Context: an optimization exercise on an open-source flow, tuned for small area and a short achievable clock period. The choices shown serve that exercise and are no tape-out recipe.
The RTL was checked by simulation tests, not by an equivalence proof against the original design.
Power figures rest on the tool's default switching activity, not on a simulated workload.

[design.v]
module route_table (
  input  logic        clk,
  input  logic        reset,
  input  logic        cfg_wr_en,
  input  logic [3:0]  cfg_node,
  input  logic [2:0]  cfg_port,
  input  logic        cfg_valid,    
  input  logic [19:0] lookup_dest,  
  output logic [14:0] lookup_port,  
  output logic [4:0]  lookup_hit
);
  localparam int NUM_PORTS = 5;
  localparam int NUM_NODES = 16;
  localparam logic [2:0] NO_ROUTE = 3'd7;
  logic [NUM_NODES-1:0][2:0] entry_port;
  always_ff @(posedge clk) begin
    if (reset) begin
      entry_port <= {NUM_NODES{NO_ROUTE}};
    end else if (cfg_wr_en) begin
      entry_port[cfg_node] <= cfg_valid ? cfg_port : NO_ROUTE;
    end
  end
  always_comb begin
    for (int p = 0; p < NUM_PORTS; p++) begin
      lookup_port[p*3 +: 3] = entry_port[lookup_dest[p*4 +: 4]];
      lookup_hit[p]         = (lookup_port[p*3 +: 3] != NO_ROUTE);
    end
  end
endmodule
module vc_input_buffer (
  input  logic        clk,
  input  logic        reset,
  input  logic [28:0] in_flit,
  input  logic        in_write,
  input  logic        route_hit,
  input  logic [2:0]  route_port,
  input  logic [1:0]  dequeue,
  output logic [9:0]  head_req,     
  output logic [3:0]  head_kind,    
  output logic [51:0] head_data,    
  output logic        empty_next    
);
  localparam int NUM_PORTS = 5;
  localparam int NUM_VCS   = 2;
  localparam int BUF_DEPTH = 4;
  localparam int ENTRY_W   = 31;    
  localparam int VC_BIT    = 26;
  logic [BUF_DEPTH-1:0][ENTRY_W-1:0] mem [NUM_VCS];
  logic [BUF_DEPTH-1:0] rd   [NUM_VCS];    
  logic [BUF_DEPTH-1:0] fill [NUM_VCS];    
  logic [BUF_DEPTH-1:0] wr   [NUM_VCS];    
  logic [NUM_PORTS-1:0] req  [NUM_VCS];    
  logic [1:0]           kind [NUM_VCS];    
  logic [NUM_VCS-1:0]   push;
  logic [ENTRY_W-1:0]   wdata;
  logic [NUM_PORTS-1:0] in_req;            
  logic [ENTRY_W-1:0]   head [NUM_VCS];
  logic [4:0]           next [NUM_VCS];    
  logic [NUM_PORTS-1:0] next_req [NUM_VCS];
  assign wdata = {route_port, in_flit[28:27], in_flit[25:0]};
  always_comb begin
    for (int o = 0; o < NUM_PORTS; o++) begin
      in_req[o] = (route_port == 3'(o));
    end
    for (int v = 0; v < NUM_VCS; v++) begin
      push[v] = in_write && route_hit && (in_flit[VC_BIT] == v[0]);   
      for (int k = 0; k < BUF_DEPTH; k++) begin
        wr[v][k] = (!fill[v][0] && rd[v][k]) ||
                   (fill[v][0] && !fill[v][1] && rd[v][(k+3)%4]) ||
                   (fill[v][1] && !fill[v][2] && rd[v][(k+2)%4]) ||
                   (fill[v][2] && !fill[v][3] && rd[v][(k+1)%4]);
      end
      head[v] = '0;
      next[v] = '0;
      for (int k = 0; k < BUF_DEPTH; k++) begin
        head[v] = head[v] | ({ENTRY_W{rd[v][k]}} & mem[v][k]);
        next[v] = next[v] | ({5{rd[v][(k+3)%4]}} & mem[v][k][30:26]);
      end
      for (int o = 0; o < NUM_PORTS; o++) begin
        next_req[v][o] = (next[v][4:2] == 3'(o));
      end
    end
  end
  always_ff @(posedge clk) begin
    for (int v = 0; v < NUM_VCS; v++) begin
      for (int k = 0; k < BUF_DEPTH; k++) begin
        if (wr[v][k]) mem[v][k] <= wdata;
      end
    end
  end
  logic [NUM_VCS-1:0] keep, load_next, load_in;
  logic [BUF_DEPTH-1:0] fill_deq [NUM_VCS];    
  logic [BUF_DEPTH-1:0] fill_hold [NUM_VCS];   
  always_comb begin
    for (int v = 0; v < NUM_VCS; v++) begin
      keep[v]      = !dequeue[v] && fill[v][0];    
      load_next[v] = dequeue[v] && fill[v][1];     
      load_in[v]   = !keep[v] && !load_next[v];    
      fill_deq[v]  = push[v] ? fill[v] : {1'b0, fill[v][3:1]};
      fill_hold[v] = push[v] ? {fill[v][2:0], 1'b1} : fill[v];
    end
  end
  always_ff @(posedge clk) begin
    if (reset) begin
      for (int v = 0; v < NUM_VCS; v++) begin
        rd[v]   <= 4'b0001;
        fill[v] <= '0;
        req[v]  <= '0;
      end
    end else begin
      for (int v = 0; v < NUM_VCS; v++) begin
        rd[v]   <= ({BUF_DEPTH{dequeue[v]}} & {rd[v][2:0], rd[v][3]}) |
                   ({BUF_DEPTH{!dequeue[v]}} & rd[v]);
        fill[v] <= ({BUF_DEPTH{dequeue[v]}}  & fill_deq[v]) |
                   ({BUF_DEPTH{!dequeue[v]}} & fill_hold[v]);
        req[v]  <= ({NUM_PORTS{keep[v]}} & req[v]) |
                   ({NUM_PORTS{load_next[v]}} & next_req[v]) |
                   ({NUM_PORTS{load_in[v] && push[v]}} & in_req);
      end
    end
  end
  always_ff @(posedge clk) begin
    for (int v = 0; v < NUM_VCS; v++) begin
      kind[v] <= ({2{keep[v]}} & kind[v]) |
                 ({2{load_next[v]}} & next[v][1:0]) |
                 ({2{load_in[v]}} & in_flit[28:27]);
    end
  end
  assign head_req   = {req[1], req[0]};
  assign head_kind  = {kind[1], kind[0]};
  assign head_data  = {head[1][25:0], head[0][25:0]};
  assign empty_next = !push[0] && !push[1] && !fill[0][1] && !fill[1][1] &&
                      (!fill[0][0] || dequeue[0]) && (!fill[1][0] || dequeue[1]);
endmodule
module switch_allocator (
  input  logic        clk,
  input  logic        reset,
  input  logic [49:0] head_req,     
  input  logic [19:0] head_kind,    
  input  logic [9:0]  credit_ok,    
  output logic [49:0] grant_sel,    
  output logic [4:0]  grant_valid,  
  output logic [4:0]  grant_vc,     
  output logic [9:0]  dequeue       
);
  localparam int NUM_PORTS = 5;
  localparam int NUM_VCS   = 2;
  localparam int NCH       = NUM_PORTS * NUM_VCS;
  logic [NUM_PORTS-1:0][NUM_VCS-1:0] reserved;
  logic [NUM_PORTS-1:0][NCH-1:0]     elig;
  logic [NUM_PORTS-1:0][NCH-1:0]     sel;
  logic [NUM_PORTS-1:0]              any1, any0, gkind0;
  always_comb begin
    for (int o = 0; o < NUM_PORTS; o++) begin
      for (int i = 0; i < NUM_PORTS; i++) begin
        for (int v = 0; v < NUM_VCS; v++) begin
          elig[o][i*NUM_VCS+v] = head_req[(i*NUM_VCS+v)*NUM_PORTS + o] &&
                                 credit_ok[o*NUM_VCS+v] &&
                                 (!head_kind[(i*NUM_VCS+v)*2+1] || !reserved[o][v]);
        end
      end
    end
  end
  always_comb begin
    for (int o = 0; o < NUM_PORTS; o++) begin
      any1[o] = 1'b0;
      any0[o] = 1'b0;
      for (int i = NUM_PORTS - 1; i >= 0; i--) begin
        sel[o][i*NUM_VCS+1] = elig[o][i*NUM_VCS+1] && !any1[o];
        any1[o] = any1[o] || elig[o][i*NUM_VCS+1];
      end
      for (int i = NUM_PORTS - 1; i >= 0; i--) begin
        sel[o][i*NUM_VCS] = elig[o][i*NUM_VCS] && !any0[o] && !any1[o];
        any0[o] = any0[o] || elig[o][i*NUM_VCS];
      end
      grant_valid[o] = any1[o] || any0[o];
      grant_vc[o]    = any1[o];
      grant_sel[o*NCH +: NCH] = sel[o];
      gkind0[o] = 1'b0;
      for (int c = 0; c < NCH; c++) begin
        gkind0[o] = gkind0[o] || (sel[o][c] && head_kind[c*2]);
      end
    end
  end
  always_comb begin
    for (int c = 0; c < NCH; c++) begin
      dequeue[c] = 1'b0;
      for (int o = 0; o < NUM_PORTS; o++) begin
        dequeue[c] = dequeue[c] || sel[o][c];
      end
    end
  end
  always_ff @(posedge clk) begin
    if (reset) begin
      reserved <= '0;
    end else begin
      for (int o = 0; o < NUM_PORTS; o++) begin
        reserved[o][1] <= (any1[o] && !gkind0[o]) || (!any1[o] && reserved[o][1]);
        reserved[o][0] <= (any0[o] && !any1[o] && !gkind0[o]) || (!(any0[o] && !any1[o]) && reserved[o][0]);
      end
    end
  end
endmodule
module output_credit_port (
  input  logic        clk,
  input  logic        reset,
  input  logic        grant_valid,
  input  logic        grant_vc,
  input  logic [27:0] granted_data,   
  input  logic [1:0]  out_credit_in,
  output logic [28:0] out_flit,
  output logic        out_write,
  output logic [1:0]  credit_ok
);
  localparam int NUM_VCS     = 2;
  localparam int CREDIT_INIT = 4;   
  logic [3:0] credit [NUM_VCS];   
  logic [NUM_VCS-1:0] take;
  always_comb begin
    for (int v = 0; v < NUM_VCS; v++) begin
      take[v]      = grant_valid && (grant_vc == v[0]);
      credit_ok[v] = credit[v][0];
    end
  end
  always_ff @(posedge clk) begin
    if (reset) begin
      out_write <= 1'b0;
      for (int v = 0; v < NUM_VCS; v++) begin
        credit[v] <= 4'b1111;   
      end
    end else begin
      out_write <= grant_valid;
      for (int v = 0; v < NUM_VCS; v++) begin
        credit[v] <= ({4{take[v]}}  & (out_credit_in[v] ? credit[v] : {1'b0, credit[v][3:1]})) |
                     ({4{!take[v]}} & (out_credit_in[v] ? {credit[v][2:0], 1'b1} : credit[v]));
      end
    end
  end
  always_ff @(posedge clk) begin
    out_flit <= {granted_data[27:26], grant_vc, granted_data[25:0]};
  end
endmodule
module router_top (
  input  logic         clk,
  input  logic         reset,
  input  logic         route_cfg_wr_en,
  input  logic [3:0]   route_cfg_node,
  input  logic [2:0]   route_cfg_port,
  input  logic         route_cfg_valid,
  input  logic [144:0] in_flit,
  input  logic [4:0]   in_write,
  output logic [9:0]   in_credit,
  output logic [144:0] out_flit,
  output logic [4:0]   out_write,
  input  logic [9:0]   out_credit_in,
  output logic         idle
);
  localparam int NUM_PORTS = 5;
  localparam int NUM_VCS   = 2;
  localparam int NCH       = NUM_PORTS * NUM_VCS;
  localparam int FLIT_W    = 29;
  localparam int DATA_W    = 28;   
  logic [19:0]  lookup_dest;
  logic [14:0]  lookup_port;
  logic [4:0]   lookup_hit;
  logic [259:0] head_data;
  logic [19:0]  head_kind;
  logic [49:0]  head_req;
  logic [9:0]   dequeue;
  logic [9:0]   credit_ok;
  logic [49:0]  grant_sel;
  logic [4:0]   grant_valid;
  logic [4:0]   grant_vc;
  logic [9:0]   sent_q;
  logic [4:0]   buf_empty_next;
  logic         idle_q;
  route_table u_route_table (
    .clk         (clk),
    .reset       (reset),
    .cfg_wr_en   (route_cfg_wr_en),
    .cfg_node    (route_cfg_node),
    .cfg_port    (route_cfg_port),
    .cfg_valid   (route_cfg_valid),
    .lookup_dest (lookup_dest),
    .lookup_port (lookup_port),
    .lookup_hit  (lookup_hit)
  );
  for (genvar p = 0; p < NUM_PORTS; p++) begin : g_port
    logic [DATA_W-1:0] granted_data;
    assign lookup_dest[p*4 +: 4] = in_flit[p*FLIT_W + 18 +: 4];
    vc_input_buffer u_in_buf (
      .clk        (clk),
      .reset      (reset),
      .in_flit    (in_flit[p*FLIT_W +: FLIT_W]),
      .in_write   (in_write[p]),
      .route_hit  (lookup_hit[p]),
      .route_port (lookup_port[p*3 +: 3]),
      .dequeue    (dequeue[p*NUM_VCS +: NUM_VCS]),
      .head_req   (head_req[p*NUM_VCS*NUM_PORTS +: NUM_VCS*NUM_PORTS]),
      .head_kind  (head_kind[p*NUM_VCS*2 +: NUM_VCS*2]),
      .head_data  (head_data[p*NUM_VCS*26 +: NUM_VCS*26]),
      .empty_next (buf_empty_next[p])
    );
    always_comb begin
      granted_data = '0;
      for (int c = 0; c < NCH; c++) begin
        granted_data = granted_data | ({DATA_W{grant_sel[p*NCH + c]}} &
                                       {head_kind[c*2 +: 2], head_data[c*26 +: 26]});
      end
    end
    output_credit_port u_out_port (
      .clk           (clk),
      .reset         (reset),
      .grant_valid   (grant_valid[p]),
      .grant_vc      (grant_vc[p]),
      .granted_data  (granted_data),
      .out_credit_in (out_credit_in[p*NUM_VCS +: NUM_VCS]),
      .out_flit      (out_flit[p*FLIT_W +: FLIT_W]),
      .out_write     (out_write[p]),
      .credit_ok     (credit_ok[p*NUM_VCS +: NUM_VCS])
    );
  end
  switch_allocator u_alloc (
    .clk         (clk),
    .reset       (reset),
    .head_req    (head_req),
    .head_kind   (head_kind),
    .credit_ok   (credit_ok),
    .grant_sel   (grant_sel),
    .grant_valid (grant_valid),
    .grant_vc    (grant_vc),
    .dequeue     (dequeue)
  );
  always_ff @(posedge clk) begin
    if (reset) begin
      idle_q <= 1'b1;
      sent_q <= '0;
    end else begin
      idle_q <= &buf_empty_next;
      sent_q <= dequeue;   
    end
  end
  assign idle      = idle_q;
  assign in_credit = sent_q;
endmodule
[config.mk]
export PLATFORM = sky130hd
export DESIGN_NAME = router_top
export DESIGN_NICKNAME = router_top
export VERILOG_FILES = /design/flow/design.v
export SDC_FILE = /design/flow/constraint.sdc
export NUM_CORES = 4
export LEC_CHECK = 0
export CAP_MARGIN = 20
export CELL_PAD_IN_SITES_DETAIL_PLACEMENT = 1
export CELL_PAD_IN_SITES_GLOBAL_PLACEMENT = 1
export CORE_MARGIN = 2
export CORE_UTILIZATION = 40
export PLACE_DENSITY = 0.55
export SETUP_SLACK_MARGIN = 3.0
export SLEW_MARGIN = 35
export TNS_END_PERCENT = 10
[flow/run.sh]
#!/bin/bash
# The standard layout, with plain buffers on the ports in place of the delay
# cells that buffer_ports picks by default. Everything else is the standard flow's flow.
set -euo pipefail
export BUFFER_PORTS_ARGS="-buffer_cell sky130_fd_sc_hd__buf_2"
bash standard.sh > flow_make.log 2>&1
[constraint.sdc]
create_clock -name core_clock -period 5.5 [get_ports {clk}]
set_input_delay 1.1000 -clock core_clock [delete_from_list [all_inputs] [get_ports {clk}]]
set_output_delay 1.1000 -clock core_clock [all_outputs]
set_load 0.01 [all_outputs]
[standard.sh]
#!/bin/bash
# synth_recipe.tcl (not shown) runs the flow's synth.tcl, then flattens the netlist and writes it again
# the make line also repeats each setting of config.mk as NAME=value (left out here)
make -C /OpenROAD-flow-scripts/flow DESIGN_CONFIG=/design/flow/config.mk WORK_HOME=/design/flow/orfs CLKGATE_MAP_FILE= SYNTH_SCRIPT=/design/flow/synth_recipe.tcl "${@:-finish}"
==> results of run 1 <==
==> cell usage in the layout (no fill, tap or decap), types with 40 or more instances in the layout <==
cell type	instances
buf_6	48
o22ai_1	246
inv_1	85
a22oi_1	506
a222oi_1	150
dfxtp_2	76
buf_12	40
a221o_1	58
o21ai_0	98
a21oi_1	84
buf_2	345
a22o_1	141
dfxtp_1	313
nor2_1	265
or3_1	54
a221oi_1	109
mux4_2	60
nand2_1	421
nand3_1	65
edfxtp_1	1240
o211ai_1	141
clkbuf_16	196
buf_4	328
==> routing by layer <==
metal / GRT usage, % / wire length, um / share of wire [%]
met4: 18.8 / 20900 / 6.6
met5: 0.139 / 269 / 0.085
met1: 47.0 / 128000 / 41
met2: 48.8 / 134000 / 42
met3: 8.67 / 32300 / 10
==> critical path: cells and delay by family (launching register included) <==
family                 cells  cell delay [ns]
buffers and inverters      4             0.48
flip-flops                 1             0.39
AO/OA/AOI/OAI              3             0.84
XOR/XNOR                   1             0.18
AND/OR/NAND/NOR            4             0.85
==> how the worst max path moves through the flow <==
| stage | start | to | slack (ns) | cells past startpoint |
|---|---|---|---|---|
| floorplan | in_flit[18] | g_port[0].u_in_buf.fill[1][2]$_SDFF_PP0_ | 2.36 | 9 |
| global placement | in_flit[47] | g_port[1].u_in_buf.req[0][1]$_SDFF_PP0_ | 1.36 | 9 |
| detailed placement | in_flit[47] | g_port[1].u_in_buf.req[0][2]$_SDFF_PP0_ | 1.30 | 9 |
| CTS | g_port[4].u_in_buf.req[1][1]$_SDFF_PP0_ | g_port[2].u_in_buf.fill[0][2]$_SDFF_PP0_ | 2.73 | 11 |
| global route | g_port[2].u_in_buf.req[1][1]$_SDFF_PP0_ | g_port[2].u_in_buf.fill[0][2]$_SDFF_PP0_ | 2.53 | 11 |
| finish | g_port[4].u_in_buf.kind[1][1]$_DFF_P_ | g_port[2].u_in_buf.fill[0][2]$_SDFF_PP0_ | 2.62 | 12 |
==> final cells by class <==
class	instances	area share, %
clock inverter	99	1.23
multi-input combinational	3128	28.3
antenna	16	0.0469
inverter	98	0.496
timing repair buffer	807	7.60
sequential	1649	53.4
tap	2233	3.27
clock buffer	233	5.66
==> flip-flops by register name (all words and copies together), names as in the netlist, named ones only <==
signal and cells:
u_route_table.entry_port 48, g_port.u_out_port.credit 40, idle_q 1, g_port.u_in_buf.req 50
g_port.u_in_buf.fill 40, g_port.u_in_buf.mem 1240, sent_q 10, g_port.u_in_buf.kind 20
g_port.u_out_port.out_write 5, g_port.u_out_port.out_flit 145
==> stage by stage <==
stage | total power [mW] | setup slack (ns) | utilization, %
floorplan | 16.8 | 2.36 | -
global placement | 18.8 | 1.36 | 43.4
detailed placement | 18.9 | 1.30 | 43.6
CTS | 31.1 | 2.73 | 48.4
global route | 32.0 | 2.53 | 49.9
finish | 31.2 | 2.62 | 49.9
==> Yosys cell counts (5+ instances only) <==
| cell | n | area share (%) |
|---|---|---|
| o22ai_1 | 261 | 2.4 |
| buf_1 | 48 | 0.26 |
| nand2b_1 | 37 | 0.34 |
| a32oi_1 | 9 | 0.11 |
| o221a_2 | 8 | 0.13 |
| nor4_1 | 9 | 0.082 |
| nor2b_1 | 34 | 0.31 |
| and2_1 | 24 | 0.22 |
| a31oi_1 | 33 | 0.30 |
| a221o_1 | 63 | 0.92 |
| nand3_1 | 87 | 0.63 |
| buf_4 | 5 | 0.055 |
| mux2i_1 | 11 | 0.16 |
| a211oi_1 | 10 | 0.11 |
| a222oi_1 | 150 | 2.2 |
| or4_1 | 33 | 0.36 |
| or3_1 | 67 | 0.61 |
| nand2_1 | 460 | 2.5 |
| and3_1 | 13 | 0.12 |
| xor2_1 | 5 | 0.064 |
| a21oi_1 | 96 | 0.70 |
| o21ai_0 | 113 | 0.82 |
| mux4_2 | 60 | 2.0 |
| a221oi_1 | 141 | 1.8 |
| nor3_1 | 51 | 0.37 |
| inv_1 | 91 | 0.50 |
| nand3b_1 | 11 | 0.12 |
| a22oi_1 | 524 | 5.7 |
| o211ai_1 | 141 | 1.5 |
| o221ai_1 | 63 | 0.80 |
| o31ai_1 | 5 | 0.055 |
| xnor2_1 | 13 | 0.17 |
| a22o_1 | 141 | 1.8 |
| a21boi_0 | 19 | 0.21 |
| nor3b_1 | 7 | 0.076 |
| nor2_1 | 286 | 1.6 |
| nand4_1 | 25 | 0.23 |
| edfxtp_1 | 1240 | 54 |
| buf_2 | 14 | 0.10 |
| o2bb2ai_1 | 5 | 0.064 |
| clkbuf_1 | 357 | 1.9 |
| dfxtp_1 | 409 | 12 |
| o2111ai_1 | 36 | 0.46 |
==> cells by family after synthesis <==
kind of cell,Yosys count,synth area share [%]
flops,1649,66.0
fa+ha+maj,4,0.0728
compound gates,1859,20.6
xor+xnor,18,0.229
simple gates,1172,7.91
buf+inv,525,2.94
mux,73,2.16
==> timing repair <==
item	in CTS	in global routing
cloned	10	20
endpoints found under the setup margin	436	513
setup buffers	87	103
hold buffers	0	0
resized for setup	335	298
pin swaps	51	120
==> power by group through the flow <==
stage	Clock, mW	Combinational (mW)	Sequential [mW]
finish	12.0	4.23	14.9
global route	12.7	4.36	15.0
global placement	0	3.64	15.1
detailed placement	0	3.73	15.2
CTS	12.2	3.92	14.9
floorplan	0	1.77	15.0
==> out/metrics.yaml, run 1 <==
run_status:
  status: "finished clean"
logic_synthesis:
  yosysWarnings: 17
  ys_seq_area_share_pct: 66.0
  syn_area_um2: 68800
  syn_inst: 5300
  avgSynthCellArea_um2: 13.0
  ys.flop_type: "edfxtp_1"
  ys_ff_latch: 1649
  syn-num-nets: 5475
  synth_edf_count: 1240
  synthArstFlopShare_pct: 0
  synth.distinct_cells: 90
worst_setup_path:
  worstPathRequired_ns: 6.21
  max_stage_delay_ns: 0.41
  reg2reg_slack_ns: 2.62
  critPathKind: "reg -> reg"
  r2r_end: "g_port[2].u_in_buf.fill[0][2]$_SDFF_PP0_"
  cp-end-kind: "flop"
  regToRegStartpoint: "g_port[4].u_in_buf.kind[1][1]$_DFF_P_"
  ff2ff_path_depth: 12
  cp-start-kind: "flop"
  path_cells: "buf_8 > nand2b_4 > o2111ai_4 > o21ai_4 > inv_6 > or3_4 > buf_12 > and4_4 > buf_12 > xor2_2 > a222oi_1 > nor2_1"
  slowest_stage: "or3_4"
  critPathMostFrequentCell: "buf_12"
  path_max_fanout: 5
  critical_path_arrival_ns: 3.59
placed_design:
  dp.cells: 7689
  dpl.hpwl_um: 200000
  gp_congestion: 0.962
  io_buffers: 331
  dpl-instance-area_um2: 74700
routing:
  routed_via_density: 6.83
  drtPass1Iterations: 13
  ant_nets: 0
  vias: 56400
  avgRoutedWirePerCell_um: 38.2
  dr.first_iter.drc_count: 8590
  remaining_drc_errors: 0
  wl_um: 316000
finish:
  final_nets: 6035
  final_area_um2: 85400
  fill_cells: 17000
  layoutNonFillerInstCount: 8263
  area_growth_pct: 24.2
  drive_above_1_share_pct: 27.1
  multi_input_area_um2: 24200
  seqCellArea_um2: 45600
hold_path:
  holdPathStages: 2
  hp-start: "g_port[2].u_out_port.credit[1][3]$_SDFF_PP1_"
  hp-class: "reg -> reg"
  whs_endpoint: "g_port[2].u_out_port.credit[1][3]$_SDFF_PP1_"
grt:
  globalRouteTotalUtil_pct: 34.1
  grt_max_degree: 62
  antenna_found_initial: 49
  grt_pass1_vias: 54000
  grt_first_pass_wirelength_um: 422000
  grt-ovfl-total: 0
power:
  power.share.sequential_pct: 47.8
  switchingPower_mw: 8.66
  switching_share_pct: 27.8
  internal_power_mw: 22.5
  max-vdd-ir-drop_uv: 323
  combPwrFrac_pct: 13.6
  clockPowerShare_pct: 38.6
  power_density_nw_per_um2: 365
  p_leak_nw: 29.6
sta:
  rsz0062_at_grt: "yes"
  final.min_clock_period_ns: 2.88
  relSlewSlack_pct: 35.7
  hold_ws_ns: 0.472
  max_slew.worst_pin.slew_ns: 0.964
  drv_slew: 0
  finalHoldViolations: 0
  finalCritPeriodShare_pct: 52.4
  clock_skew_ns: 0.0395
  fmax_mhz: 347
  fin_setup_tns_ns: 0
  setup-violations-final: 0
cts:
  cts_tree: "done"
  worstSkewPairLatency_ns: 0.86
  clk_path_buf_depth: 3
  numClockSinks: 1649
  h-tree-depth: 4
  clock_tree.root_cell: "clkbuf_16"
  clk_pin_slew_worst_paths_ns: 0.07
  cts_inserted_buffers: 176
floorplanning:
  start_util_pct: 40.2
  die_area_um2: 175000
  die_w_um: 419
  die_y_um: 419
  rows: 152
  core_area_um2: 171000
  io-pin-count: 332
run:
  max-cap-violations: 0
==> run 2, diff against run 1 <==
--- a/design.v
+++ b/design.v
@@ -49,3 +49,4 @@
   logic [BUF_DEPTH-1:0] rd   [NUM_VCS];    
-  logic [BUF_DEPTH-1:0] fill [NUM_VCS];    
+  logic [BUF_DEPTH-1:0] occ  [NUM_VCS];    
+  logic [NUM_VCS-1:0]   held1, held2;      
   logic [BUF_DEPTH-1:0] wr   [NUM_VCS];    
@@ -66,7 +67,6 @@
       push[v] = in_write && route_hit && (in_flit[VC_BIT] == v[0]);   
+      held1[v] = |occ[v];
+      held2[v] = |(occ[v] & {rd[v][2:0], rd[v][3]});   
       for (int k = 0; k < BUF_DEPTH; k++) begin
-        wr[v][k] = (!fill[v][0] && rd[v][k]) ||
-                   (fill[v][0] && !fill[v][1] && rd[v][(k+3)%4]) ||
-                   (fill[v][1] && !fill[v][2] && rd[v][(k+2)%4]) ||
-                   (fill[v][2] && !fill[v][3] && rd[v][(k+1)%4]);
+        wr[v][k] = !occ[v][k] && (occ[v][(k+3)%4] || (!held1[v] && rd[v][k]));
       end
@@ -91,11 +91,7 @@
   logic [NUM_VCS-1:0] keep, load_next, load_in;
-  logic [BUF_DEPTH-1:0] fill_deq [NUM_VCS];    
-  logic [BUF_DEPTH-1:0] fill_hold [NUM_VCS];   
   always_comb begin
     for (int v = 0; v < NUM_VCS; v++) begin
-      keep[v]      = !dequeue[v] && fill[v][0];    
-      load_next[v] = dequeue[v] && fill[v][1];     
-      load_in[v]   = !keep[v] && !load_next[v];    
-      fill_deq[v]  = push[v] ? fill[v] : {1'b0, fill[v][3:1]};
-      fill_hold[v] = push[v] ? {fill[v][2:0], 1'b1} : fill[v];
+      keep[v]      = !dequeue[v] && held1[v];    
+      load_next[v] = dequeue[v] && held2[v];     
+      load_in[v]   = !keep[v] && !load_next[v];  
     end
@@ -105,5 +101,5 @@
       for (int v = 0; v < NUM_VCS; v++) begin
-        rd[v]   <= 4'b0001;
-        fill[v] <= '0;
-        req[v]  <= '0;
+        rd[v]  <= 4'b0001;
+        occ[v] <= '0;
+        req[v] <= '0;
       end
@@ -111,9 +107,6 @@
       for (int v = 0; v < NUM_VCS; v++) begin
-        rd[v]   <= ({BUF_DEPTH{dequeue[v]}} & {rd[v][2:0], rd[v][3]}) |
-                   ({BUF_DEPTH{!dequeue[v]}} & rd[v]);
-        fill[v] <= ({BUF_DEPTH{dequeue[v]}}  & fill_deq[v]) |
-                   ({BUF_DEPTH{!dequeue[v]}} & fill_hold[v]);
-        req[v]  <= ({NUM_PORTS{keep[v]}} & req[v]) |
-                   ({NUM_PORTS{load_next[v]}} & next_req[v]) |
-                   ({NUM_PORTS{load_in[v] && push[v]}} & in_req);
+        rd[v]  <= dequeue[v] ? {rd[v][2:0], rd[v][3]} : rd[v];
+        occ[v] <= (occ[v] & ~({BUF_DEPTH{dequeue[v]}} & rd[v])) | ({BUF_DEPTH{push[v]}} & wr[v]);
+        req[v] <= dequeue[v] ? (held2[v] ? next_req[v] : ({NUM_PORTS{push[v]}} & in_req))
+                             : (held1[v] ? req[v]      : ({NUM_PORTS{push[v]}} & in_req));
       end
@@ -123,5 +116,4 @@
     for (int v = 0; v < NUM_VCS; v++) begin
-      kind[v] <= ({2{keep[v]}} & kind[v]) |
-                 ({2{load_next[v]}} & next[v][1:0]) |
-                 ({2{load_in[v]}} & in_flit[28:27]);
+      kind[v] <= dequeue[v] ? (held2[v] ? next[v][1:0] : in_flit[28:27])
+                            : (held1[v] ? kind[v]      : in_flit[28:27]);
     end
@@ -131,4 +123,4 @@
   assign head_data  = {head[1][25:0], head[0][25:0]};
-  assign empty_next = !push[0] && !push[1] && !fill[0][1] && !fill[1][1] &&
-                      (!fill[0][0] || dequeue[0]) && (!fill[1][0] || dequeue[1]);
+  assign empty_next = !push[0] && !push[1] && !held2[0] && !held2[1] &&
+                      (!held1[0] || dequeue[0]) && (!held1[1] || dequeue[1]);
 endmodule
--- a/config.mk
+++ b/config.mk
@@ -11,4 +11,6 @@
 export CORE_MARGIN = 2
-export CORE_UTILIZATION = 40
-export PLACE_DENSITY = 0.55
+export CORE_UTILIZATION = 45
+export CTS_CLUSTER_DIAMETER = 70
+export CTS_CLUSTER_SIZE = 25
+export PLACE_DENSITY = 0.6
 export SETUP_SLACK_MARGIN = 3.0
==> run 2 against run 1 <==
  * Synthesized cell count up 0.36%
  * Synthesized area is 0.37% lower
  * Final cell count decreased by 3.8%
==> out/metrics.yaml, run 2 <==
finish:
  layout_commonest_cell: "edfxtp_1"
  regMostFlops: "g_port.u_in_buf.mem"
  area_growth_pct: 19.4
  largest_reg_flops: 1240
  final_util_pct: 54.0
  final_nets: 5994
  drive_above_1_share_pct: 24.2
  final_area_um2: 81900
  mostFrequentLayoutCells: "edfxtp_1 (1260), a22oi_1 (465), nand2_1 (448)"
  largestRegisters: "g_port.u_in_buf.mem (1240), g_port.u_out_port.out_flit (145), g_port.u_in_buf.req (50)"
sta:
  finalHoldViolations: 0
  clock_skew_ns: 0.0571
  final.min_clock_period_ns: 3.02
  finalCritPeriodShare_pct: 55.0
  fin_setup_tns_ns: 0
  rsz0062_at_grt: "yes"
  drv_slew: 0
  relSlewSlack_pct: 27.5
  setup-violations-final: 0
  max_slew.worst_pin.slew_ns: 1.09
  fmax_mhz: 331
routing:
  avgRoutedWirePerCell_um: 39.6
  routed_via_density: 6.92
  drtPass1Iterations: 6
  dr.first_iter.drc_count: 7774
  remaining_drc_errors: 0
  wl_um: 315000
  vias: 55000
  ant_nets: 0
worst_setup_path:
  worstPathRequired_ns: 6.15
  cp-end-kind: "flop"
  path_max_fanout: 5
  ff2ff_path_depth: 9
  crit_path_end: "g_port[2].u_in_buf.req[0][2]$_SDFFE_PP0N_"
  r2r_end: "g_port[2].u_in_buf.req[0][2]$_SDFFE_PP0N_"
  critPathKind: "reg -> reg"
  cp-start-kind: "flop"
  regToRegStartpoint: "g_port[2].u_in_buf.kind[1][1]$_DFFE_PN_"
  critical_path_arrival_ns: 3.67
  cp-startpoint: "g_port[2].u_in_buf.kind[1][1]$_DFFE_PN_"
  reg2reg_slack_ns: 2.48
power:
  power_density_nw_per_um2: 503
  switching_share_pct: 41.4
  internal_power_mw: 24.1
  combPwrFrac_pct: 36.1
  p_leak_nw: 28.7
  switchingPower_mw: 17.0
  max-vdd-ir-drop_uv: 456
  clockPowerShare_pct: 22.2
  power.share.sequential_pct: 41.7
floorplanning:
  die_area_um2: 155000
  die_w_um: 394
  core_area_um2: 152000
  rows: 143
  start_util_pct: 45.2
  die_y_um: 394
  io-pin-count: 332
hold_path:
  hp-class: "reg -> reg"
cts:
  cts_tree: "done"
  h-tree-depth: 3
  clk_path_buf_depth: 3
  clock_tree.root_cell: "clkbuf_16"
  cts_inserted_buffers: 107
  clk_pin_slew_worst_paths_ns: 0.09
  worstSkewPairLatency_ns: 0.79
  numClockSinks: 1649
logic_synthesis:
  ys_seq_area_share_pct: 66.6
  synth_edf_count: 1260
  syn_inst: 5319
  synth.top_cell.area_share_pct: 55.2
  synth_most_common_cell: "edfxtp_1"
  avgSynthCellArea_um2: 12.9
  ys_ff_latch: 1649
  yosysWarnings: 15
  synth.distinct_cells: 86
  yosysTopAreaCell: "edfxtp_1"
  ys.flop_type: "edfxtp_1"
  synthTopCellsByArea: "edfxtp_1 (55%), dfxtp_1 (11%), a22oi_1 (5.2%), a221oi_1 (3.6%), nand2_1 (2.6%)"
  synth_commonest_cells: "edfxtp_1 (1260), a22oi_1 (478), nand2_1 (468), nor2_1 (402), dfxtp_1 (389)"
  synthArstFlopShare_pct: 0
  syn_area_um2: 68500
  syn-num-nets: 5494
placed_design:
  dpl.hpwl_um: 211000
  io_buffers: 331
  gp_congestion: 0.990
  dpl-instance-area_um2: 74200
run_status:
  status: "finished clean"
grt:
  grt_max_degree: 92
  antenna_found_initial: 35
  globalRouteTotalUtil_pct: 39.1
  grt_pass1_vias: 52700
  grt-ovfl-total: 0
  grt_first_pass_wirelength_um: 426000
run:
  max-cap-violations: 0
## run 2: cell count changes after synthesis, sizes merged, moves of 30 or more
cell	before	now
a21oi	97	249
a222oi	150	7
a221oi	141	281
o22ai	261	134
nor2	286	404
o211ai	141	27
nand3	87	156
or3	67	13
a22oi	524	478
buf	69	37
a22o	141	171
## run 2: timing repair
action	CTS	global route
pin swaps	52	83
setup buffers	95	100
hold buffers	0	0
cloned	7	11
endpoints found under the setup margin	555	440
gates resized for setup	233	194
## run 2: cell type report
class,count,area [um^2]
clock inverter,82,1140
inverter,88,349
fill,15100,69700
tap,2030,2540
clock buffer,122,2770
antenna,8,20.0
timing repair inverter,1,5.00
sequential,1649,45700
multi-input combinational,3197,23500
timing repair buffer,775,5910
## run 2: how the worst min path moves through the flow
stage | slack [ns] | to | from | cells past startpoint
finish | 0.48 | g_port[2].u_out_port.credit[1][3]$_SDFF_PP1_ | g_port[2].u_out_port.credit[1][3]$_SDFF_PP1_ | 2
global route | 0.50 | g_port[2].u_out_port.credit[0][3]$_SDFF_PP1_ | g_port[2].u_out_port.credit[0][3]$_SDFF_PP1_ | 2
CTS | 0.48 | g_port[2].u_out_port.credit[1][3]$_SDFF_PP1_ | g_port[2].u_out_port.credit[1][3]$_SDFF_PP1_ | 2
detailed placement | 0.47 | g_port[2].u_out_port.credit[1][3]$_SDFF_PP1_ | g_port[2].u_out_port.credit[1][3]$_SDFF_PP1_ | 2
global placement | 0.45 | g_port[4].u_out_port.credit[1][3]$_SDFF_PP1_ | g_port[4].u_out_port.credit[1][3]$_SDFF_PP1_ | 2
floorplan | 0.43 | g_port[1].u_in_buf.req[1][0]$_SDFFE_PP0N_ | g_port[1].u_in_buf.req[1][0]$_SDFFE_PP0N_ | 2
## run 2: logic make-up after synthesis
logic type | share of synthesized area (%)
AOI/OAI and AO/OA | 19.9
xor gates and xnor gates | 0.153
adders and majority gates | 0.0730
buffers and inverters | 2.67
DFF | 66.6
muxes | 2.14
and+or+nand+nor | 8.50
## run 2: routing by layer
layer / global-route usage, % / part of all wire, %
met4: 23.9 / 7.8
met1: 53.2 / 39
met3: 10.3 / 11
met2: 55.9 / 42
met5: 0 / 0.026
## run 2: power by group through the flow
stage	Sequential, mW	Combinational [mW]	Clock (mW)
after floorplan	17.1	5.96	0
after global placement	17.3	13.0	0
after detailed placement	17.4	13.3	0
after CTS	17.1	13.8	9.23
after global routing	17.4	15.1	9.65
final	17.2	14.9	9.13
## run 2: stage by stage
step / instances / setup slack [ns] / hold slack (ns) / power [mW]
CTS: 7828 / 2.61 / 0.477 / 40.2
global route: 7947 / 2.41 / 0.503 / 42.1
finish: 7952 / 2.48 / 0.476 / 41.2
detailed placement: 7522 / 1.42 / 0.466 / 30.7
floorplan: 5319 / 2.37 / 0.426 / 23.1
global placement: 7499 / 1.48 / 0.452 / 30.4
## run 2: worst max-delay path, stage by stage, from the launching register on
cell and delay [ns]:
edfxtp_1 0.50, buf_4 0.19, a21boi_4 0.08, o41a_1 0.48, buf_4 0.17, nor4b_4 0.39, or4_4 0.24, o211ai_1 0.16
or3b_1 0.46, a311oi_2 0.25
==> run 3, diff against run 2 <==
--- a/config.mk
+++ b/config.mk
@@ -11,6 +11,6 @@
 export CORE_MARGIN = 2
-export CORE_UTILIZATION = 45
+export CORE_UTILIZATION = 40
 export CTS_CLUSTER_DIAMETER = 70
 export CTS_CLUSTER_SIZE = 25
-export PLACE_DENSITY = 0.6
+export PLACE_DENSITY = 0.55
 export SETUP_SLACK_MARGIN = 3.0
==> run 3 against run 2 <==
  * Design area increased by 3.3%
  * Routed wire length up 6.3%
  * Worst setup slack better by 0.066 ns
  * Synthesized area did not move
  * Sequential power barely moved
  * Total power up 4.5%
  * Clock power grew 9.2%
  * Final cell count is 3.9% higher
  * Clock skew rose by 0.0041 ns
  * Hold slack gained 0.0063 ns
  * Largest cell class unchanged
==> out/metrics.yaml, run 3 <==
run_status:
  status: "finished clean"
finish:
  area_growth_pct: 23.4
  mostFrequentLayoutCells: "edfxtp_1 (1260), a22oi_1 (451), nand2_1 (438)"
  drive_above_1_share_pct: 26.9
  final_util_pct: 49.8
  largest_reg_flops: 1240
  largestRegisters: "g_port.u_in_buf.mem (1240), g_port.u_out_port.out_flit (145), g_port.u_in_buf.req (50)"
  regMostFlops: "g_port.u_in_buf.mem"
  layout_commonest_cell: "edfxtp_1"
  fill_cells: 16900
  final_nets: 6096
floorplanning:
  die_area_um2: 175000
  start_util_pct: 40.3
  io-pin-count: 332
  core_area_um2: 170000
  die_y_um: 418
  die_w_um: 418
  rows: 151
power:
  finalPower_mw: 43.0
  p_leak_nw: 29.7
  max-vdd-ir-drop_uv: 276
  power_density_nw_per_um2: 509
worst_setup_path:
  critPathKind: "reg -> reg"
  cp-end-kind: "flop"
  path_max_fanout: 11
  path_cells: "buf_6 > buf_6 > a21boi_4 > buf_4 > nor4bb_4 > buf_6 > buf_4 > a222oi_1 > o221ai_2 > a221oi_2 > nand3_2 > o31ai_1"
  worstPathRequired_ns: 6.22
  critPathMostFrequentCell: "buf_6"
  slowest_stage: "edfxtp_1"
  cp-start-kind: "flop"
  max_stage_delay_ns: 0.39
  critical_path_arrival_ns: 3.67
logic_synthesis:
  synthArstFlopShare_pct: 0
  synth.distinct_cells: 86
  yosysWarnings: 15
  synth_most_common_cell: "edfxtp_1"
  ys.flop_type: "edfxtp_1"
  synth_commonest_cells: "edfxtp_1 (1260), a22oi_1 (478), nand2_1 (468), nor2_1 (402), dfxtp_1 (389)"
  synth.top_cell.area_share_pct: 55.2
  ys_ff_latch: 1649
  syn_inst: 5319
  ys_seq_area_share_pct: 66.6
  yosysTopAreaCell: "edfxtp_1"
  syn-num-nets: 5494
  avgSynthCellArea_um2: 12.9
  synth_edf_count: 1260
  syn_area_um2: 68500
  synthTopCellsByArea: "edfxtp_1 (55%), dfxtp_1 (11%), a22oi_1 (5.2%), a221oi_1 (3.6%), nand2_1 (2.6%)"
cts:
  clock_tree.root_cell: "clkbuf_16"
  numClockSinks: 1649
  cts_inserted_buffers: 117
  h-tree-depth: 3
  clk_pin_slew_worst_paths_ns: 0.09
  worstSkewPairLatency_ns: 0.85
  cts_tree: "done"
  clk_path_buf_depth: 3
routing:
  wl_um: 335000
  routed.top_layer: "met5"
  dr.first_iter.drc_count: 7870
  vias: 55800
  ant_nets: 0
  dr_wl_met2_um: 142000
  avgRoutedWirePerCell_um: 40.5
  remaining_drc_errors: 0
  met3_length_um: 32200
  met1_length_um: 133000
  drtPass1Iterations: 6
  routed_via_density: 6.76
sta:
  drv_slew: 0
  rsz0062_at_grt: "yes"
  relSlewSlack_pct: 34.7
  setup-violations-final: 0
  clock_skew_ns: 0.0611
  max_slew.worst_pin.slew_ns: 0.980
  finalHoldViolations: 0
  final.min_clock_period_ns: 2.96
  finalCritPeriodShare_pct: 53.8
  fin_setup_tns_ns: 0
  fmax_mhz: 338
placed_design:
  gp_congestion: 0.996
  io_buffers: 331
  dpl.hpwl_um: 221000
grt:
  grt_max_degree: 122
  globalRouteTotalUtil_pct: 37.1
  grt-ovfl-total: 0
  grt_first_pass_wirelength_um: 448000
  antenna_found_initial: 34
  grt_pass1_vias: 53700
hold_path:
  hp-class: "reg -> reg"
run:
  max-cap-violations: 0
[run 3: final cells by class]
cell class              count  area (um^2)  share of cell area (%)
diodes                     18         45.0                  0.0533
clock buffers             129         3060                    3.61
clock inverters            94         1350                    1.59
inverters                  88          357                   0.422
multi-input cells        3198        24100                    28.5
flip-flops and latches   1649        45700                    54.0
well taps                2218         2780                    3.28
repair buffers            867         7210                    8.52
[run 3: critical path, delay by kind of cell, from the launching register on]
family,cells,cell delay (ns)
compound gates,5,1.38
buf+inv,5,0.81
flops,1,0.39
simple gates,2,0.27
[run 3: repair_timing]
item	CTS	global route
pin swaps	91	85
hold buffers	0	0
endpoints found under the setup margin	575	558
gates cloned	16	9
buffers inserted	158	105
resized for setup	359	230
[run 3: power by group]
part | leakage, nW | internal (mW) | switching [mW]
combinational | 12.6 | 4.27 | 11.5
clock | 2.11 | 4.68 | 5.29
sequential | 15.0 | 16.1 | 1.12
total | 29.7 | 25.1 | 17.9
[run 3: final timing paths]
check                                                               endpoint                                         start  slack, ns  depth (start not counted)
worst max-delay path                                                    flop       g_port[3].u_in_buf.kind[1][1]$_DFFE_PN_       2.54                         12
worst min-delay path            g_port[2].u_out_port.credit[1][3]$_SDFF_PP1_  g_port[2].u_out_port.credit[1][3]$_SDFF_PP1_       0.48                          2
worst max register to register                                          flop       g_port[3].u_in_buf.kind[1][1]$_DFFE_PN_       2.54                         12
worst min register to register  g_port[2].u_out_port.credit[1][3]$_SDFF_PP1_  g_port[2].u_out_port.credit[1][3]$_SDFF_PP1_       0.48                          2
[run 3: per-stage QoR]
step	hold WS (ns)	setup WS (ns)	instance area (um^2)	cells
detailed placement	0.457	1.30	74500	7730
finish	0.482	2.54	84600	8261
CTS	0.480	2.70	82300	8127
global placement	0.453	1.32	74200	7707
global route	0.516	2.43	84500	8251
floorplan	0.426	2.37	69000	5319
[run 3: per-layer routing]
| metal | vias up | global-route usage, % |
|---|---|---|
| met3 | 752 | 8.19 |
| li1 | 22700 | - |
| met2 | 3164 | 53.9 |
| met1 | 29200 | 50.1 |
| met5 | - | 0 |
| met4 | 12 | 23.7 |
[run 3: cells by family (layout without fill, tap and decap cells)]
kind of cell / Yosys count / in the layout / share of synthesized area [%]
flip-flops: 1649 / 1649 / 66.6
AO/OA/AOI/OAI: 1815 / 1817 / 19.9
adder cells (fa/ha/maj): 4 / 4 / 0.0730
buffers and inverters: 476 / 1178 / 2.67
AND/OR/NAND/NOR: 1293 / 1295 / 8.50
multiplexers: 70 / 70 / 2.14
other: 0 / 18 / 0
XOR/XNOR: 12 / 12 / 0.153
==> run 4, diff against run 3 <==
--- a/design.v
+++ b/design.v
@@ -109,4 +109,5 @@
         occ[v] <= (occ[v] & ~({BUF_DEPTH{dequeue[v]}} & rd[v])) | ({BUF_DEPTH{push[v]}} & wr[v]);
-        req[v] <= dequeue[v] ? (held2[v] ? next_req[v] : ({NUM_PORTS{push[v]}} & in_req))
-                             : (held1[v] ? req[v]      : ({NUM_PORTS{push[v]}} & in_req));
+        req[v] <= ({NUM_PORTS{keep[v]}} & req[v]) |
+                  ({NUM_PORTS{load_next[v]}} & next_req[v]) |
+                  ({NUM_PORTS{load_in[v] && push[v]}} & in_req);
       end
@@ -116,4 +117,5 @@
     for (int v = 0; v < NUM_VCS; v++) begin
-      kind[v] <= dequeue[v] ? (held2[v] ? next[v][1:0] : in_flit[28:27])
-                            : (held1[v] ? kind[v]      : in_flit[28:27]);
+      kind[v] <= ({2{keep[v]}} & kind[v]) |
+                 ({2{load_next[v]}} & next[v][1:0]) |
+                 ({2{load_in[v]}} & in_flit[28:27]);
     end
@@ -143,3 +145,4 @@
   logic [NUM_PORTS-1:0][NCH-1:0]     sel;
-  logic [NUM_PORTS-1:0]              any1, any0, gkind0;
+  logic [NUM_PORTS-1:0]              any1, any0, gkind0_1, gkind0_0;
+  logic [NUM_PORTS-1:0][NUM_PORTS-1:0] pick0;   
   always_comb begin
@@ -164,2 +167,3 @@
       for (int i = NUM_PORTS - 1; i >= 0; i--) begin
+        pick0[o][i]       = elig[o][i*NUM_VCS] && !any0[o];
         sel[o][i*NUM_VCS] = elig[o][i*NUM_VCS] && !any0[o] && !any1[o];
@@ -170,5 +174,7 @@
       grant_sel[o*NCH +: NCH] = sel[o];
-      gkind0[o] = 1'b0;
-      for (int c = 0; c < NCH; c++) begin
-        gkind0[o] = gkind0[o] || (sel[o][c] && head_kind[c*2]);
+      gkind0_1[o] = 1'b0;
+      gkind0_0[o] = 1'b0;
+      for (int i = 0; i < NUM_PORTS; i++) begin
+        gkind0_1[o] = gkind0_1[o] || (sel[o][i*NUM_VCS+1] && head_kind[(i*NUM_VCS+1)*2]);
+        gkind0_0[o] = gkind0_0[o] || (pick0[o][i] && head_kind[(i*NUM_VCS)*2]);
       end
@@ -189,4 +195,4 @@
       for (int o = 0; o < NUM_PORTS; o++) begin
-        reserved[o][1] <= (any1[o] && !gkind0[o]) || (!any1[o] && reserved[o][1]);
-        reserved[o][0] <= (any0[o] && !any1[o] && !gkind0[o]) || (!(any0[o] && !any1[o]) && reserved[o][0]);
+        reserved[o][1] <= (any1[o] && !gkind0_1[o]) || (!any1[o] && reserved[o][1]);
+        reserved[o][0] <= (any0[o] && !any1[o] && !gkind0_0[o]) || (!(any0[o] && !any1[o]) && reserved[o][0]);
       end
==> flow/run.sh (replaced) <==
#!/bin/bash
# The standard layout with two changes: plain buffers on the ports in place of
# the delay cells that buffer_ports picks by default, and clock tree synthesis
# with larger sink clusters and without dummy balancing loads.
set -euo pipefail
export BUFFER_PORTS_ARGS="-buffer_cell sky130_fd_sc_hd__buf_2"
export CTS_ARGS="-sink_clustering_enable -repair_clock_nets -sink_clustering_size 25 -sink_clustering_max_diameter 70 -dont_use_dummy_load"
bash standard.sh > flow_make.log 2>&1
--- a/config.mk
+++ b/config.mk
@@ -12,4 +12,2 @@
 export CORE_UTILIZATION = 40
-export CTS_CLUSTER_DIAMETER = 70
-export CTS_CLUSTER_SIZE = 25
 export PLACE_DENSITY = 0.55
==> run 4 against run 3 <==
  * Still clean on timing, DRC and antenna
  * Clock skew grew 0.0096 ns
  * Core utilization decreased by 2.1 points
  * Combinational power is 78% lower
  * Design area down 3.5%
  * Count of clock-buffer cells in the layout is 8 lower
  * Die area rose by 0.13%
  * Total power decreased by 40%
  * Flip-flop and latch count stayed put
  * Worst setup slack improved by 0.12 ns
  * Synthesized cell count fell by 0.55%
  * First-iteration DRC count up 3.7%
  * Largest cell class unchanged
  * Largest power group unchanged
==> out/metrics.yaml, run 4 <==
sta:
  finalCritPeriodShare_pct: 51.6
  final.min_clock_period_ns: 2.84
  clock_skew_ns: 0.0707
  rsz0062_at_grt: "yes"
  hold_ws_ns: 0.477
  setup-violations-final: 0
  finalHoldViolations: 0
  max_slew.worst_pin.slew_ns: 1.04
  relSlewSlack_pct: 30.2
  fin_setup_tns_ns: 0
  drv_slew: 0
  fmax_mhz: 352
placed_design:
  dpl-instance-area_um2: 73900
  io_buffers: 331
  dpl.hpwl_um: 207000
  gp_congestion: 0.974
run:
  max-cap-violations: 0
finish:
  final_nets: 5964
  drive_above_1_share_pct: 23.4
  area_growth_pct: 18.9
  layout_commonest_cell: "edfxtp_1"
  final_area_um2: 81600
  regMostFlops: "g_port.u_in_buf.mem"
  largest_reg_flops: 1240
  largestRegisters: "g_port.u_in_buf.mem (1240), g_port.u_out_port.out_flit (145), g_port.u_in_buf.req (50)"
  mostFrequentLayoutCells: "edfxtp_1 (1240), a22oi_1 (480), nand2_1 (464)"
hold_path:
  hp-start: "g_port[4].u_out_port.credit[1][3]$_SDFF_PP1_"
  holdPathStages: 2
  hp-class: "reg -> reg"
  whs_endpoint: "g_port[4].u_out_port.credit[1][3]$_SDFF_PP1_"
routing:
  vias: 55000
  routed.top_layer: "met5"
  routed_via_density: 6.84
  dr.first_iter.drc_count: 8163
  ant_nets: 0
  avgRoutedWirePerCell_um: 40.4
  wl_um: 325000
  dr_wl_met2_um: 138000
  met1_length_um: 125000
  remaining_drc_errors: 0
  met3_length_um: 37400
  drtPass1Iterations: 10
floorplanning:
  core_area_um2: 171000
  start_util_pct: 40.1
  die_y_um: 418
  io-pin-count: 332
  rows: 152
  die_area_um2: 175000
  die_w_um: 418
power:
  p_leak_nw: 28.2
  internal_power_mw: 18.9
  switching_share_pct: 27.1
  max-vdd-ir-drop_uv: 343
  power.share.sequential_pct: 55.7
  power_density_nw_per_um2: 317
  switchingPower_mw: 7.01
  combPwrFrac_pct: 13.4
  clockPowerShare_pct: 30.9
  finalPower_mw: 25.9
cts:
  cts_tree: "done"
  h-tree-depth: 3
  worstSkewPairLatency_ns: 0.81
  clock_tree.root_cell: "clkbuf_16"
  clk_path_buf_depth: 3
  numClockSinks: 1649
  cts_inserted_buffers: 121
  clk_pin_slew_worst_paths_ns: 0.09
  cts_hold_buf: 0
grt:
  grt-ovfl-total: 0
  globalRouteTotalUtil_pct: 35.5
  antenna_found_initial: 45
  grt_max_degree: 120
  grt_pass1_vias: 52600
  grt_first_pass_wirelength_um: 433000
logic_synthesis:
  syn_inst: 5290
  yosysWarnings: 15
  avgSynthCellArea_um2: 13.0
  yosysTopAreaCell: "edfxtp_1"
  ys_ff_latch: 1649
  synth.top_cell.area_share_pct: 54.3
  ys.flop_type: "edfxtp_1"
  synth_edf_count: 1240
  synth_commonest_cells: "edfxtp_1 (1240), nand2_1 (497), a22oi_1 (493), dfxtp_1 (409), clkbuf_1 (353)"
  ys_seq_area_share_pct: 66.2
  syn_area_um2: 68600
  synthTopCellsByArea: "edfxtp_1 (54%), dfxtp_1 (12%), a22oi_1 (5.4%), a221oi_1 (3.1%), nand2_1 (2.7%)"
  synthArstFlopShare_pct: 0
  syn-num-nets: 5465
  synth_most_common_cell: "edfxtp_1"
  synth.distinct_cells: 90
worst_setup_path:
  worstPathRequired_ns: 6.13
  path_delay_family: "simple AND/OR/NAND/NOR gates"
  slowest_stage: "and2_2"
  crit_buf_inv: 2
  ff2ff_path_depth: 7
  path_cells: "inv_1 > a2111oi_2 > nor2b_4 > buf_4 > and2_2 > a222oi_1 > o211ai_1"
  critical_path_arrival_ns: 3.47
  path_max_fanout: 13
  r2r_end: "g_port[3].u_out_port.out_flit[13]$_DFF_P_"
  cp-end-kind: "flop"
  reg2reg_slack_ns: 2.66
  cp-start-kind: "flop"
  max_stage_delay_ns: 0.63
  regToRegStartpoint: "g_port[1].u_in_buf.req[0][3]$_SDFF_PP0_"
  critPathKind: "reg -> reg"
run_status:
  status: "finished clean"
-- run 4: final cells by class --
| class | count | area [um^2] |
|---|---|---|
| fill | 17100 | 89400 |
| clock buffer | 121 | 3030 |
| tap | 2233 | 2790 |
| inverter | 65 | 297 |
| sequential | 1649 | 45600 |
| antenna | 13 | 32.5 |
| timing repair buffer | 755 | 6140 |
| multi-input combinational | 3197 | 23700 |
-- run 4: routing by layer --
layer | up-vias | GRT usage, %
li1 | 22400 | -
met1 | 28200 | 46.3
met2 | 3397 | 52.1
met3 | 935 | 11.3
met4 | 24 | 20.1
met5 | - | 0.389
-- run 4: how the worst max path moves through the flow --
stage / from / end / slack, ns / cells after the start
2_1_floorplan: in_flit[47] / g_port[1].u_in_buf.req[1][2]$_SDFF_PP0_ / 2.28 / 9
3_3_place_gp: in_flit[18] / g_port[0].u_in_buf.occ[1][0]$_SDFF_PP0_ / 1.28 / 8
3_5_place_dp: in_flit[18] / idle_q$_SDFF_PP1_ / 1.24 / 8
4_1_cts: g_port[2].u_in_buf.req[1][1]$_SDFF_PP0_ / g_port[1].u_out_port.out_flit[28]$_DFF_P_ / 2.77 / 5
5_1_grt: flop / g_port[4].u_in_buf.req[0][1]$_SDFF_PP0_ / 2.63 / 11
6_report: g_port[1].u_in_buf.req[0][3]$_SDFF_PP0_ / g_port[3].u_out_port.out_flit[13]$_DFF_P_ / 2.66 / 7
-- run 4: cells by family after synthesis --
group / after synthesis / share of synthesized area (%)
AOI/OAI and AO/OA: 1840 / 20.4
xor gates and xnor gates: 9 / 0.115
adders and majority gates: 4 / 0.0729
buffers and inverters: 453 / 2.56
DFF: 1649 / 66.2
muxes: 73 / 2.22
and+or+nand+nor: 1262 / 8.47
-- run 4: worst reg2reg max path, stage by stage, from the launching register on --
cell	delay [ns]
dfxtp_1	0.53
inv_1	0.14
a2111oi_2	0.37
nor2b_4	0.29
buf_4	0.25
and2_2	0.65
a222oi_1	0.23
o211ai_1	0.27
-- run 4: per-stage QoR --
| step | setup WS (ns) | cells | util, % |
|---|---|---|---|
| 3_5_place_dp | 1.24 | 7677 | 43.2 |
| 5_1_grt | 2.63 | 8025 | 47.7 |
| 6_report | 2.66 | 8033 | 47.7 |
| 4_1_cts | 2.77 | 7916 | 46.6 |
| 3_3_place_gp | 1.28 | 7655 | 43.1 |
| 2_1_floorplan | 2.28 | 5290 | - |
-- run 4: repair_timing --
action,4_1_cts,5_1_grt
pin swaps,52,64
resized for setup,383,235
setup endpoints to repair,465,395
gates cloned,18,15
buffers inserted,100,88
-- run 4: power groups by stage --
| stage | clock network (mW) | logic, mW | registers [mW] |
|---|---|---|---|
| floorplan | 0 | 1.38 | 14.6 |
| detailed placement | 0 | 3.04 | 14.7 |
| finish | 7.99 | 3.46 | 14.4 |
| global placement | 0 | 2.98 | 14.7 |
| CTS | 8.12 | 3.20 | 14.4 |
| global route | 8.52 | 3.55 | 14.5 |
==> run 5, diff against run 4 <==
--- a/config.mk
+++ b/config.mk
@@ -15,2 +15,2 @@
 export SLEW_MARGIN = 35
-export TNS_END_PERCENT = 10
+export TNS_END_PERCENT = 30
==> run 5 against run 4 <==
  * Core utilization increased by 0.47 points
  * Flip-flop and latch count unchanged
  * Synthesized area unchanged
  * Via count fell by 0.24%
  * Worst setup slack lost 0.013 ns
  * Hold slack lost 0.012 ns
  * Die area is the same
  * Clock skew up 0.028 ns
  * Sequential share of layout area decreased by 0.56 points
  * Clock power barely moved
  * First-iteration DRC count shrank 12%
  * Global-route usage is 0.30 points lower
  * Critical path type unchanged
  * Largest power group unchanged
  * Highest routed layer unchanged
==> out/metrics.yaml, run 5 <==
worst_setup_path:
  cp-start-kind: "flop"
  path_cells: "a32o_1 > a21oi_1 > buf_4 > a22oi_2 > or4b_4 > a21oi_4 > buf_12 > nor4_2 > a41o_1"
  slowest_stage: "or4b_4"
  critPathKind: "reg -> reg"
  worstPathRequired_ns: 6.09
  regToRegStartpoint: "g_port[0].u_in_buf.req[1][2]$_SDFF_PP0_"
  cp-startpoint: "g_port[0].u_in_buf.req[1][2]$_SDFF_PP0_"
  path_max_fanout: 12
  max_stage_delay_ns: 0.61
  cp-end-kind: "flop"
  critical_path_arrival_ns: 3.44
run:
  max-cap-violations: 0
cts:
  cts_inserted_buffers: 120
  h-tree-depth: 3
  clock_tree.root_cell: "clkbuf_16"
  worstSkewPairLatency_ns: 0.80
  cts_hold_buf: 0
  clk_path_buf_depth: 3
  clk_pin_slew_worst_paths_ns: 0.09
  cts_tree: "done"
  numClockSinks: 1649
power:
  finalPower_mw: 25.9
  max-vdd-ir-drop_uv: 261
  p_leak_nw: 28.6
  power_density_nw_per_um2: 314
logic_synthesis:
  synth.distinct_cells: 90
  synth_edf_count: 1240
  yosysWarnings: 15
  ys.flop_type: "edfxtp_1"
  synth.top_cell.area_share_pct: 54.3
  syn_area_um2: 68600
  synth_most_common_cell: "edfxtp_1"
  syn-num-nets: 5465
  yosysTopAreaCell: "edfxtp_1"
  ys_ff_latch: 1649
  synth_commonest_cells: "edfxtp_1 (1240), nand2_1 (497), a22oi_1 (493), dfxtp_1 (409), clkbuf_1 (353)"
  syn_inst: 5290
  synthTopCellsByArea: "edfxtp_1 (54%), dfxtp_1 (12%), a22oi_1 (5.4%), a221oi_1 (3.1%), nand2_1 (2.7%)"
  avgSynthCellArea_um2: 13.0
  synthArstFlopShare_pct: 0
  ys_seq_area_share_pct: 66.2
sta:
  fmax_mhz: 351
  finalCritPeriodShare_pct: 51.9
  worst_slack_ns: 2.65
  max_slew.worst_pin.slew_ns: 0.975
  final.min_clock_period_ns: 2.85
  fin_setup_tns_ns: 0
  drv_slew: 0
  relSlewSlack_pct: 34.9
  rsz0062_at_grt: "yes"
  finalHoldViolations: 0
  setup-violations-final: 0
  clock_skew_ns: 0.0989
finish:
  regMostFlops: "g_port.u_in_buf.mem"
  fill_cells: 17100
  mostFrequentLayoutCells: "edfxtp_1 (1240), a22oi_1 (468), nand2_1 (463)"
  largestRegisters: "g_port.u_in_buf.mem (1240), g_port.u_out_port.out_flit (145), g_port.u_in_buf.req (50)"
  drive_above_1_share_pct: 24.7
  area_growth_pct: 20.1
  final_nets: 6007
  layout_commonest_cell: "edfxtp_1"
  final_area_um2: 82400
  largest_reg_flops: 1240
placed_design:
  dpl-instance-area_um2: 73900
  gp_congestion: 0.973
  dpl.hpwl_um: 208000
  io_buffers: 331
  place_ws_ns: 1.10
floorplanning:
  die_area_um2: 175000
  rows: 152
  io-pin-count: 332
  core_area_um2: 171000
  die_y_um: 418
  start_util_pct: 40.1
  die_w_um: 418
grt:
  globalRouteTotalUtil_pct: 35.2
  grt_first_pass_wirelength_um: 430000
  antenna_found_initial: 38
  grt_max_degree: 68
  grt_pass1_vias: 52700
  grt-ovfl-total: 0
routing:
  ant_nets: 0
  routed_via_density: 6.78
  avgRoutedWirePerCell_um: 39.5
  drtPass1Iterations: 13
  dr.first_iter.drc_count: 7202
  wl_um: 319000
  vias: 54800
  remaining_drc_errors: 0
hold_path:
  hp-start: "g_port[2].u_out_port.credit[1][3]$_SDFF_PP1_"
  hp-class: "reg -> reg"
run_status:
  status: "finished clean"
run 5: per-stage QoR:
stage | cells | hold slack (ns) | util [%]
6_report | 8083 | 0.466 | 48.2
3_5_place_dp | 7677 | 0.453 | 43.2
4_1_cts | 7937 | 0.467 | 46.8
2_1_floorplan | 5290 | 0.435 | -
5_1_grt | 8070 | 0.504 | 48.2
3_3_place_gp | 7664 | 0.450 | 43.1
run 5: timing repair:
action	CTS	global route
setup endpoints to repair	451	321
gates cloned	23	11
pin swaps	75	103
gates resized for setup	431	261
buffers inserted	117	113
run 5: kinds of logic (layout without fill, tap and decap cells):
logic type | Yosys count | in the layout | synth area share, %
compound gates | 1840 | 1840 | 20.4
buf+inv | 453 | 987 | 2.56
xor+xnor | 9 | 9 | 0.115
fa+ha+maj | 4 | 4 | 0.0729
mux | 73 | 73 | 2.22
other cells | 0 | 20 | 0
simple gates | 1262 | 1268 | 8.47
flops | 1649 | 1649 | 66.2
run 5: area by class of cell:
cell class	instances	area (um^2)	share of cell area [%]
inverters	65	323	0.392
repair buffers	801	6690	8.12
flip-flops and latches	1649	45600	55.3
multi-input cells	3194	24000	29.1
clock buffers	120	3000	3.64
repair inverters	1	5.00	0.00607
diodes	20	50.0	0.0607
well taps	2233	2790	3.39
run 5: routing by layer:
layer | vias up | track usage (%) | wire, um
met2 | 3121 | 52.4 | 138000
met4 | 16 | 19.3 | 22600
li1 | 22500 | - | -
met3 | 878 | 9.40 | 32500
met5 | - | 0 | 103
met1 | 28400 | 46.8 | 126000
run 5: critical path: cells and delay by family (launching register included):
kind	cells	cell delay, ns
flip-flops	1	0.60
buffers and inverters	2	0.38
AND/OR/NAND/NOR	2	0.65
AO/OA/AOI/OAI	5	1.02
run 5: path summary, 6_finish.rpt:
kind | to | slack (ns) | cells after the start
worst min register to register | g_port[2].u_out_port.credit[1][3]$_SDFF_PP1_ | 0.47 | 2
worst max register to register | idle_q$_SDFF_PP1_ | 2.65 | 9
worst max-delay path | idle_q$_SDFF_PP1_ | 2.65 | 9
worst min-delay path | g_port[2].u_out_port.credit[1][3]$_SDFF_PP1_ | 0.47 | 2
run 5: report_power, final:
part           internal (mW)  switching (mW)  total, mW
clock                   3.81            4.14       7.96
combinational          0.949            2.54       3.48
sequential              14.1           0.322       14.4
==> run 6, diff against run 5 <==
--- a/config.mk
+++ b/config.mk
@@ -11,6 +11,6 @@
 export CORE_MARGIN = 2
-export CORE_UTILIZATION = 40
-export PLACE_DENSITY = 0.55
+export CORE_UTILIZATION = 45
+export PLACE_DENSITY = 0.6
 export SETUP_SLACK_MARGIN = 3.0
 export SLEW_MARGIN = 35
-export TNS_END_PERCENT = 30
+export TNS_END_PERCENT = 10
==> run 6 against run 5 <==
  * Still clean
  * Sequential power is essentially flat
  * Register-to-register slack lost 0.06 ns
  * Synthesized cell count is the same
  * Routed wire length shrank 0.96%
  * Worst setup slack lost 0.062 ns
  * Die area shrank 11%
  * Core utilization grew 5.1 points
  * Flip-flop and latch count is the same
  * Via count grew 1.6%
  * Fmax shrank 2.1%
  * Non-clock buffer count shrank 51
  * Hold slack gained 0.0069 ns
  * Critical endpoint is now g_port[0].u_out_port.out_flit[3]$_DFF_P_
  * Largest power group unchanged
==> out/metrics.yaml, run 6 <==
floorplanning:
  die_area_um2: 156000
  io-pin-count: 332
  die_y_um: 395
  rows: 143
  core_area_um2: 152000
  start_util_pct: 45.2
finish:
  largestRegisters: "g_port.u_in_buf.mem (1240), g_port.u_out_port.out_flit (145), g_port.u_in_buf.req (50)"
  layout_commonest_cell: "edfxtp_1"
  final_util_pct: 53.3
  layoutNonFillerInstCount: 7818
  area_growth_pct: 17.8
  largest_reg_flops: 1240
  final_area_um2: 80900
  regMostFlops: "g_port.u_in_buf.mem"
logic_synthesis:
  ys.flop_type: "edfxtp_1"
  ys_ff_latch: 1649
  synth.top_cell.area_share_pct: 54.3
  synth_edf_count: 1240
  ys_seq_area_share_pct: 66.2
  synth_most_common_cell: "edfxtp_1"
  synth_commonest_cells: "edfxtp_1 (1240), nand2_1 (497), a22oi_1 (493), dfxtp_1 (409), clkbuf_1 (353)"
  synthTopCellsByArea: "edfxtp_1 (54%), dfxtp_1 (12%), a22oi_1 (5.4%), a221oi_1 (3.1%), nand2_1 (2.7%)"
  yosysTopAreaCell: "edfxtp_1"
  synth.distinct_cells: 90
  yosysWarnings: 15
  avgSynthCellArea_um2: 13.0
cts:
  clock_tree.root_cell: "clkbuf_16"
  numClockSinks: 1649
  h-tree-depth: 3
  clk_path_buf_depth: 3
hold_path:
  hp-start: "g_port[0].u_out_port.credit[1][3]$_SDFF_PP1_"
  holdPathStages: 2
  hp-class: "reg -> reg"
run_status:
  status: "finished clean"
worst_setup_path:
  cp-start-kind: "flop"
  ff2ff_path_depth: 6
  critical_path_arrival_ns: 3.51
  regToRegStartpoint: "g_port[4].u_in_buf.req[1][0]$_SDFF_PP0_"
  worstPathRequired_ns: 6.10
  crit_path_end: "g_port[0].u_out_port.out_flit[3]$_DFF_P_"
  cp-end-kind: "flop"
  reg2reg_slack_ns: 2.59
  path_max_fanout: 27
  critPathKind: "reg -> reg"
routing:
  drtPass1Iterations: 15
  avgRoutedWirePerCell_um: 40.5
  dr.first_iter.drc_count: 9390
  routed_via_density: 7.13
  wl_um: 316000
sta:
  max_slew.worst_pin.slew_ns: 0.962
  finalCritPeriodShare_pct: 53.0
  fin_setup_tns_ns: 0
  finalHoldViolations: 0
  worst_slack_ns: 2.59
  relSlewSlack_pct: 35.7
  final.min_clock_period_ns: 2.91
  setup-violations-final: 0
run:
  max-cap-violations: 0
power:
  power_density_nw_per_um2: 313
  finalPower_mw: 25.3
  max-vdd-ir-drop_uv: 371
placed_design:
  dpl-instance-area_um2: 73700
  io_buffers: 331
  gp_congestion: 0.962
  place_ws_ns: 1.01
  dpl.hpwl_um: 202000
  dp.cells: 7475
grt:
  grt_first_pass_wirelength_um: 425000
  globalRouteTotalUtil_pct: 38.7
  grt-ovfl-total: 0
  grt_pass1_vias: 53400
## run 6: cell type report
type | count | area [um^2]
flip-flops and latches | 1649 | 45600
fillers | 15100 | 70900
multi-input cells | 3194 | 23600
repair buffers | 750 | 6100
well taps | 2030 | 2540
inverters | 65 | 279
clock buffers | 108 | 2700
diodes | 22 | 55.1
## run 6: critical path, cell delays in order, from the launching register on
cell and delay [ns]:
dfxtp_4 0.42, nor3_4 0.33, o22ai_4 0.18, nor4_4 0.69, buf_4 0.66, nand2b_1 0.14
nand3_1 0.34
## run 6: logic make-up after synthesis
| family | after synthesis | synth area share, % |
|---|---|---|
| buf+inv | 453 | 2.56 |
| simple gates | 1262 | 8.47 |
| compound gates | 1840 | 20.4 |
| xor+xnor | 9 | 0.115 |
| flops | 1649 | 66.2 |
| fa+ha+maj | 4 | 0.0729 |
| mux | 73 | 2.22 |
## run 6: per-layer routing
layer	part of all wire (%)	track usage [%]	wire length (um)	up-vias
li1	-	-	-	22300
met1	38	51.8	121000	28600
met2	42	55.8	132000	3719
met3	12	12.3	39400	1086
met4	7.4	20.9	23300	30
met5	0.066	0.739	208	-
## run 6: report_power, final
group          switching [mW]  internal, mW  total, mW  leakage, nW
logic                    2.48         0.919       3.40         11.7
clock network            4.03          3.45       7.48         1.33
registers               0.332          14.1       14.4         14.9
## run 6: worst min-delay path by stage
| stage | endpoint | slack (ns) |
|---|---|---|
| 6_report | g_port[0].u_out_port.credit[1][3]$_SDFF_PP1_ | 0.47 |
| 5_1_grt | g_port[0].u_out_port.credit[0][3]$_SDFF_PP1_ | 0.51 |
| 4_1_cts | g_port[0].u_out_port.credit[1][3]$_SDFF_PP1_ | 0.48 |
| 3_5_place_dp | g_port[0].u_out_port.credit[1][3]$_SDFF_PP1_ | 0.46 |
| 3_3_place_gp | g_port[0].u_out_port.credit[1][3]$_SDFF_PP1_ | 0.45 |
| 2_1_floorplan | g_port[2].u_out_port.credit[1][3]$_SDFF_PP1_ | 0.44 |
## run 6: what timing repair did
item,4_1_cts,5_1_grt
pin swaps,55,56
setup buffers,97,86
cloned,11,16
gates resized for setup,340,217
hold buffers,0,0
setup endpoints to repair,419,337
